This design comes from an exercise in tuning for small area on the open sky130 flow, not from production work. Function not checked in this run: the RTL went through the layout flow alone. Power is estimated from default activity; no workload was simulated.

<file path="flow/design.v">
package dmem_pkg;
  localparam int WORD_BYTES = 4;
  localparam int ADDR_LSB   = 2;
  function automatic logic is_err(input logic [31:0] addr, input int unsigned depth);
    is_err = (addr[ADDR_LSB-1:0] != '0) || ({2'b00, addr[31:ADDR_LSB]} >= depth);
  endfunction
endpackage
module dmem_bit_cell (
  input  logic clk,
  input  logic en,
  input  logic en_n,
  input  logic d,
  output logic q
);
  always_ff @(posedge clk) q <= (en & d) | (en_n & q);
endmodule
module dmem_aoi222 (
  input  logic a0, b0, a1, b1, a2, b2,
  output logic y
);
  assign y = ~((a0 & b0) | (a1 & b1) | (a2 & b2));
endmodule
module dmem_nand2 (
  input  logic a, b,
  output logic y
);
  assign y = ~(a & b);
endmodule
module dmem_nand4 (
  input  logic a, b, c, d,
  output logic y
);
  assign y = ~(a & b & c & d);
endmodule
module dmem_nand3 (
  input  logic a, b, c,
  output logic y
);
  assign y = ~(a & b & c);
endmodule
module dmem_nor2 (
  input  logic a, b,
  output logic y
);
  assign y = ~(a | b);
endmodule
module dmem_and3 (
  input  logic a, b, c,
  output logic y
);
  assign y = a & b & c;
endmodule
module dmem_inv (
  input  logic a,
  output logic y
);
  assign y = ~a;
endmodule
module dmem_oai21 (
  input  logic a1, a2, b,
  output logic y
);
  assign y = ~((a1 | a2) & b);
endmodule
module dmem_rd_col (
  input  logic [63:0] sel,
  input  logic [63:0] q,
  output logic        y
);
  logic [21:0] l1;    
  logic [5:0]  l2;    
  logic [2:0]  l3;
  for (genvar g = 0; g < 21; g++) begin : g_l1
    dmem_aoi222 u (.a0(sel[3*g]), .b0(q[3*g]), .a1(sel[3*g+1]), .b1(q[3*g+1]),
                   .a2(sel[3*g+2]), .b2(q[3*g+2]), .y(l1[g]));
  end
  dmem_nand2 u_l1_last (.a(sel[63]), .b(q[63]), .y(l1[21]));
  for (genvar g = 0; g < 5; g++) begin : g_l2
    dmem_nand4 u (.a(l1[4*g]), .b(l1[4*g+1]), .c(l1[4*g+2]), .d(l1[4*g+3]), .y(l2[g]));
  end
  dmem_nand2 u_l2_last (.a(l1[20]), .b(l1[21]), .y(l2[5]));
  for (genvar g = 0; g < 3; g++) begin : g_l3
    dmem_nor2 u (.a(l2[2*g]), .b(l2[2*g+1]), .y(l3[g]));
  end
  dmem_nand3 u_l4 (.a(l3[0]), .b(l3[1]), .c(l3[2]), .y(y));
endmodule
module dmem_word_array
#(
  parameter int DEPTH_WORDS = 64,
  parameter int AW          = (DEPTH_WORDS > 1) ? $clog2(DEPTH_WORDS) : 1
) (
  input  logic                  clk,
  input  logic                  rst,
  input  logic                  we,
  input  logic [AW-1:0]         waddr,
  input  logic [dmem_pkg::WORD_BYTES-1:0] wbe,
  input  logic [31:0]           wdata,
  input  logic                  rd_en,
  input  logic [AW-1:0]         raddr,
  output logic [31:0]           rdata
);
  if (DEPTH_WORDS != 64 || AW != 6) begin : g_bad_depth
    $error("dmem_word_array is built for 64 words");
  end
  logic [63:0]       valid;
  logic [63:0][31:0] q;
  logic [31:0][63:0] q_t;
  logic [63:0]       sel;
  logic [3:0]        be_n;
  logic [7:0] w_hi_n, w_lo_n, r_hi, r_lo;
  always_comb
    for (int i = 0; i < 8; i++) begin
      w_hi_n[i] = !(we && waddr[5:3] == 3'(i));
      w_lo_n[i] = !(waddr[2:0] == 3'(i));
      r_hi[i] = rd_en && raddr[5:3] == 3'(i);
      r_lo[i] = raddr[2:0] == 3'(i);
    end
  assign be_n = ~wbe;
  for (genvar w = 0; w < 64; w++) begin : g_word
    logic we_w, we_n, nv, v_d;
    dmem_nor2 u_we  (.a(w_hi_n[w / 8]), .b(w_lo_n[w % 8]), .y(we_w));
    dmem_inv  u_wen (.a(we_w), .y(we_n));
    dmem_inv  u_nv  (.a(valid[w]), .y(nv));
    dmem_nand2 u_vd (.a(nv), .b(we_n), .y(v_d));    
    dmem_and3 u_sel (.a(r_hi[w / 8]), .b(r_lo[w % 8]), .c(valid[w]), .y(sel[w]));
    always_ff @(posedge clk or negedge rst) begin
      if (!rst) valid[w] <= 1'b0;
      else      valid[w] <= v_d;
    end
    for (genvar b = 0; b < 4; b++) begin : g_byte
      logic en, en_n;
      dmem_nor2  u_en  (.a(we_n), .b(be_n[b]), .y(en));
      dmem_oai21 u_enn (.a1(wbe[b]), .a2(nv), .b(we_w), .y(en_n));
      for (genvar k = 0; k < 8; k++) begin : g_bit
        dmem_bit_cell u_bit (.clk(clk), .en(en), .en_n(en_n), .d(wdata[8*b+k]), .q(q[w][8*b+k]));
      end
    end
  end
  for (genvar j = 0; j < 32; j++) begin : g_col
    for (genvar w = 0; w < 64; w++) begin : g_t
      assign q_t[j][w] = q[w][j];
    end
    dmem_rd_col u_col (.sel(sel), .q(q_t[j]), .y(rdata[j]));
  end
endmodule
module dmem_responder
#(
  parameter int DEPTH_WORDS = 64
) (
  input  logic        clk,
  input  logic        rst,
  input  logic        req_valid,
  output logic        req_ready,
  input  logic        req_write,
  input  logic [31:0] req_addr,
  input  logic [31:0] req_wdata,
  input  logic [3:0]  req_be,
  output logic        rsp_valid,
  input  logic        rsp_ready,
  output logic [31:0] rsp_rdata,
  output logic        rsp_err
);
  localparam int AW = (DEPTH_WORDS > 1) ? $clog2(DEPTH_WORDS) : 1;
  logic [1:0] st;
  logic       idle, acc, req_err;
  logic [AW-1:0] cap_idx;
  logic       cap_rd;
  assign idle      = (st == 2'b00);
  assign req_ready = idle;
  assign rsp_valid = (st == 2'b10);
  assign acc       = idle && req_valid;
  assign req_err   = dmem_pkg::is_err(req_addr, DEPTH_WORDS);
  always_ff @(posedge clk or negedge rst) begin
    if (!rst) st <= 2'b00;
    else case (st)
      2'b00:   st <= req_valid ? 2'b01 : 2'b00;
      2'b01:   st <= 2'b11;
      2'b11:   st <= 2'b10;
      default: st <= rsp_ready ? 2'b00 : 2'b10;
    endcase
  end
  always_ff @(posedge clk) begin
    if (idle) begin
      cap_idx <= req_addr[dmem_pkg::ADDR_LSB +: AW];
      rsp_err <= req_err;
      cap_rd  <= !req_write && !req_err;
    end
  end
  dmem_word_array #(.DEPTH_WORDS(DEPTH_WORDS), .AW(AW)) u_mem (
    .clk   (clk),
    .rst   (rst),
    .we    (acc && req_write && !req_err),
    .waddr (req_addr[dmem_pkg::ADDR_LSB +: AW]),
    .wbe   (req_be),
    .wdata (req_wdata),
    .rd_en (cap_rd),
    .raddr (cap_idx),
    .rdata (rsp_rdata)
  );
endmodule
</file>
<file path="flow/run.sh">
#!/bin/bash
# synth_recipe.tcl (not shown) runs the flow's synth.tcl, then flattens the netlist and writes it again
# the make line also repeats each setting of config.mk as NAME=value (left out here)
make -C /OpenROAD-flow-scripts/flow DESIGN_CONFIG=/design/flow/config.mk WORK_HOME=/design/flow/orfs CLKGATE_MAP_FILE= SYNTH_SCRIPT=/design/flow/synth_recipe.tcl finish
</file>
<file path="flow/config.mk">
export PLATFORM = sky130hd
export DESIGN_NAME = dmem_responder
export DESIGN_NICKNAME = dmem_responder
export VERILOG_FILES = /design/flow/design.v
export SDC_FILE = /design/flow/constraint.sdc
export NUM_CORES = 4
export LEC_CHECK = 0
export CAP_MARGIN = 20
export CORE_MARGIN = 2
export CORE_UTILIZATION = 50
export CTS_BUF_LIST = sky130_fd_sc_hd__clkbuf_8
export SLEW_MARGIN = 20
export SYNTH_HIERARCHICAL = 1
</file>
<file path="flow/constraint.sdc">
create_clock -name core_clock -period 8.0 [get_ports {clk}]
set_input_delay 1.6000 -clock core_clock [delete_from_list [all_inputs] [get_ports {clk}]]
set_output_delay 1.6000 -clock core_clock [all_outputs]
set_load 0.01 [all_outputs]
</file>
==> reports/summary.md <==
* 34.4 um — routed wire length per instance
* 2,122 — TritonCTS sink count
* 0 — total gr overflow
* 355 — clock buffers created by TritonCTS
* 0% — xor/xnor cell area share of the yosys netlist
* 5 — CTS H-tree depth
* 9.36% — fraction of final layout cells sized beyond drive strength 1
* 45.3% — part of the power in the clock network
* 3.37 ns — slack of the worst reg-to-reg path
* 9 — depth of the most critical reg-to-reg path
* 15.1% — Layout area overhead
* 8,815 — Final Non-Filler Cells
* 0 — total of max-cap violations
* nor3_2 > buf_4 > and3_1 > buf_4 > a222oi_1 > nand4_1 > nor2_1 > nand3_1 > clkdlybuf4s50_1 — ordered list of cells on the worst path
* 61,200 — via count of the first global-routing pass
* u_mem.g_word[17].g_byte[2].g_bit[7].u_bit.q$_DFF_P_ — worst min-delay path endpoint
* 7.37 — Via-to-Cell Ratio
* dfxtp_1 — Top FF cell, synth
* 15.4% — Relative slew margins
* 51.1% — proportion of power drawn by flip-flops and latches
* 191,000 um — detailed-placement wirelength estimate
* 6,711 — number of nets at the end of the flow
* 1.03 ns — worst skew pair latency
* 15.8 mW — total internal power
* and3_1 — Crit-path slowest cell
* 29 — library cells used by synthesis
* 0 — number of antenna-violating nets in the routed design
* 9 — number of warnings reported in the yosys synthesis log
* primary output — sort of element at the end of the critical path
* 0 — number of remaining DRC errors
* 0 — # Post-CTS Setup Buffers
* 0 — final count of negative-setup-slack endpoints
* 0.0481 ns — worst clock skew
* clkbuf_8 — Root Buffer Master
* 11,200 — Starting DRT DRC Count
* 1.27 ns — slew at the pin closest to its max-slew limit
* 35.4% — fraction of the mapped netlist area in compound gates
* 7.38 ns — min Tclk post-route
* 11 — number of detailed-route iterations in the first pass
* 5.78 ns — data arrival at the endpoint of the critical path
* 247 nW/um^2 — power per cell area
* 0.000191 V — Max rail drop VDD
* 303,000 um — sum of routed wire length over all layers
* dfxtp_1 56%, a22o_1 24%, a222oi_1 9.2%, dfrtp_1 2.3%, nor2_1 2.2% — leading cell types by total area after synthesis
* 431,000 um — first-pass GRT wire length
* 108 — IO Pins
* 65,000 — number of vias after detailed routing
* 0 — Hold Fails Final Rpt
* 24.0% — net switching share of the total power
* 2,122 — flop and latch count out of synthesis
* 0.953 — global placement routability congestion
* u_mem.g_word[58].g_byte[2].g_bit[2].u_bit.q$_DFF_P_ — r2r endpoint
* 0 — number of slew-limit violations in the final report
* 8 — number of synthesized flops with an enable pin
* 8,198 — Inst Count DP
* 32.6 nW — Pleak
* 0.135 GHz — Fmax achieved
* 1 — Worst Hold Depth
* 107 — PortBufs
* register to register — type of the worst min-delay path
* dfxtp_1 — cell taking the most area after synthesis
* no — unrepaired setup endpoints after global routing
* 23 — maximum fanout count along the critical path
* 5.42% — post-synthesis simple-gate area fraction
* 73,300 um^2 — netlist area before placement
* 6,154 — Mapped Nets
* 387 um — height of the chip
* 0 ns — Fin Setup TNS
* 0.06 ns — register clock-pin slew on the reported worst setup and hold paths
* u_mem.g_word[17].g_byte[2].g_bit[7].u_bit.q$_DFF_P_ — HP Start
* 6.40 ns — Required @ worst endpoint
* 55.9% — fraction of synthesized cell area taken by the top area cell type
* register to primary output — worst setup path category
* 140 — placement row count
* 0 — CTS resizes
* register — Worst Setup Start Kind
* timing/DRC/antenna clean — status
* 12.1 um^2 — per-instance average area after synthesis
* 50.4% — initial core utilization
* 58.5% — post-synthesis sequential area ratio
* compound AO/OA/AOI/OAI gates — combinational family with the most area after synthesis
* 5.00 mW — reported net switching power
* 38.5% — total routing usage reported by global routing
* 387 um — x dimension of the die
* st[1]$_DFF_PN0_ — worst reg2reg startpoint
* 12 — initial antenna violation count
* buf_4 — CP dominant cell by count
* done — TritonCTS clock tree
* 3.11% — Async SR Flop Fraction
* 20.8 mW — post-layout total power
* 0% — share of synthesized area spent on multiplexers
* 6,081 — number of instances in the synthesized netlist
* 66 — pin count of the biggest net entering global routing
* 58.0% — Final Core Density
* 0.95 ns — slowest stage delay, CP
* 4 — Bufs on Longest Clock Path
* 150,000 um^2 — total die area
* 12,300 — filler instances
* 146,000 um^2 — floorplan core area
* 92.3% — post-route fraction of the period consumed by the critical path
* 0% — adder-cell share of the synthesized area
* 2,048 x a22o_1, 2,048 x dfxtp_1, 672 x a222oi_1, 420 x nor2_1, 256 x o21ai_1 — most used standard cells in the synthesized netlist
* 0 — number of buffers inserted by hold repair at cts
* 3.6% — Comb power frac
==> metrics by stage <==
stage | hold slack [ns] | instance area [um^2] | setup WS [ns]
floorplan | 0.438 | 73300 | 3.68
global placement | 0.450 | 77500 | 1.92
detailed placement | 0.451 | 77500 | 1.91
CTS | 0.470 | 84300 | 0.848
global route | 0.479 | 84300 | 0.720
finish | 0.468 | 84400 | 0.619
==> flip-flops by register name (all words and copies together) (netlist names) <==
register / flops
rsp_err: 1
u_mem.g_word.g_byte.g_bit.u_bit.q: 2048
u_mem.valid: 64
cap_rd: 1
st: 2
cap_idx: 6
==> worst max-delay path: cells and delay by family (launching register included) <==
| kind | cells | cell delay [ns] |
|---|---|---|
| compound gates | 1 | 0.13 |
| buf+inv | 3 | 1.32 |
| simple gates | 5 | 2.80 |
| flops | 1 | 0.53 |
==> final cells by class <==
type | count | area [um^2] | area share (%)
Clock inverter | 173 | 867 | 1.03
Timing Repair Buffer | 200 | 1680 | 1.99
Antenna cell | 7 | 17.5 | 0.0208
Inverter | 133 | 499 | 0.592
Tap cell | 1917 | 2400 | 2.84
Sequential cell | 2122 | 42900 | 50.8
Multi-Input combinational cell | 3826 | 30000 | 35.6
Clock buffer | 437 | 6010 | 7.13
==> Yosys stat by module (local to each module, per instance), excerpt <==
module / cells inside / copies in the design
dmem_aoi222: 1 / 672
dmem_inv: 1 / 128
dmem_nand3: 1 / 32
dmem_nand4: 1 / 160
dmem_oai21: 1 / 256
dmem_responder: 29 / 1
dmem_bit_cell: 2 / 2048
==> worst max path at each step <==
stage | startpoint | to | cells after the start
finish | cap_idx[2]$_DFFE_PP_ | rsp_rdata[18] | 9
global route | cap_idx[1]$_DFFE_PP_ | rsp_rdata[18] | 9
CTS | cap_idx[2]$_DFFE_PP_ | rsp_rdata[18] | 9
detailed placement | cap_idx[2]$_DFFE_PP_ | rsp_rdata[18] | 9
global placement | cap_idx[2]$_DFFE_PP_ | rsp_rdata[18] | 7
floorplan | req_addr[22] | u_mem.g_word[0].g_byte[0].g_bit[0].u_bit.q$_DFF_P_ | 7
==> metal layers <==
layer / up-vias / track usage [%] / routed length (um)
met4: 14 / 21.5 / 18000
met1: 32300 / 52.0 / 122000
met2: 4583 / 55.5 / 127000
met5: - / 0 / 82
met3: 821 / 10.9 / 35300
li1: 27200 / - / -
==> cells by family (layout without fill, tap and decap cells) <==
kind of cell | after synthesis | in the layout
other | 0 | 7
AO/OA/AOI/OAI | 2977 | 2977
flip-flops | 2122 | 2122
AND/OR/NAND/NOR | 849 | 849
buffers and inverters | 133 | 943
==> placed cells by master, fill, tap and decap left out, drive strengths merged, types with 3 or more instances in the layout <==
cell / Yosys / routed
and3: 65 / 65
and3b: 3 / 3
a222oi: 672 / 672
edfxtp: 8 / 8
nand4: 162 / 162
nand3: 34 / 34
nand3b: 3 / 3
clkbuf: 0 / 437
dfxtp: 2048 / 2048
o21ai: 256 / 256
clkinv: 0 / 34
nor3b: 3 / 3
buf: 0 / 130
nor4: 7 / 7
a22o: 2048 / 2048
or3b: 3 / 3
dfrtp: 66 / 66
nand2: 129 / 129
clkdlybuf4s50: 0 / 70
nor4bb: 3 / 3
and4b: 3 / 3
diode: 0 / 7
inv: 133 / 264
nand4bb: 3 / 3
bufinv: 0 / 6
nand4b: 3 / 3
nor2: 420 / 420
==> power by group through the flow <==
stage | clock network [mW] | registers [mW] | logic [mW]
CTS | 9.52 | 10.6 | 0.706
finish | 9.42 | 10.6 | 0.747
detailed placement | 0 | 10.9 | 0.706
floorplan | 0 | 10.9 | 0.136
global route | 10.0 | 10.6 | 0.741
global placement | 0 | 10.9 | 0.703

==> separate check: timing with driven ports <==
No port has a modelled driver above. Below, the same layout with a new extraction and two added sets of constraints.
Step 1: set_driving_cell puts a clkbuf_16 on clk and a buf_2 on each other input, an assumption about the parent block.
Step 2 adds t to the input delays and takes it off the output delays; t is the mean of the earliest and latest rising clock arrival at the registers after step 1. Input paths then give back, and output paths get back, about the clock's delay inside the block.
a / b / c = ideal / step 1 / step 2; a / b = the first two.
t, ns: 1.079
setup slack, ns: 0.619 / 0.542 / 1.622
worst setup path after step 2: register to output
clock arrival spread, ns: 0.055 / 0.055
worst register clock-pin slew, ns: 0.07 / 0.07
After both steps setup and hold are still met in this run. For this run, drivers alone change the setup slack by -0.077 ns; drivers and shift together by +1.003 ns.
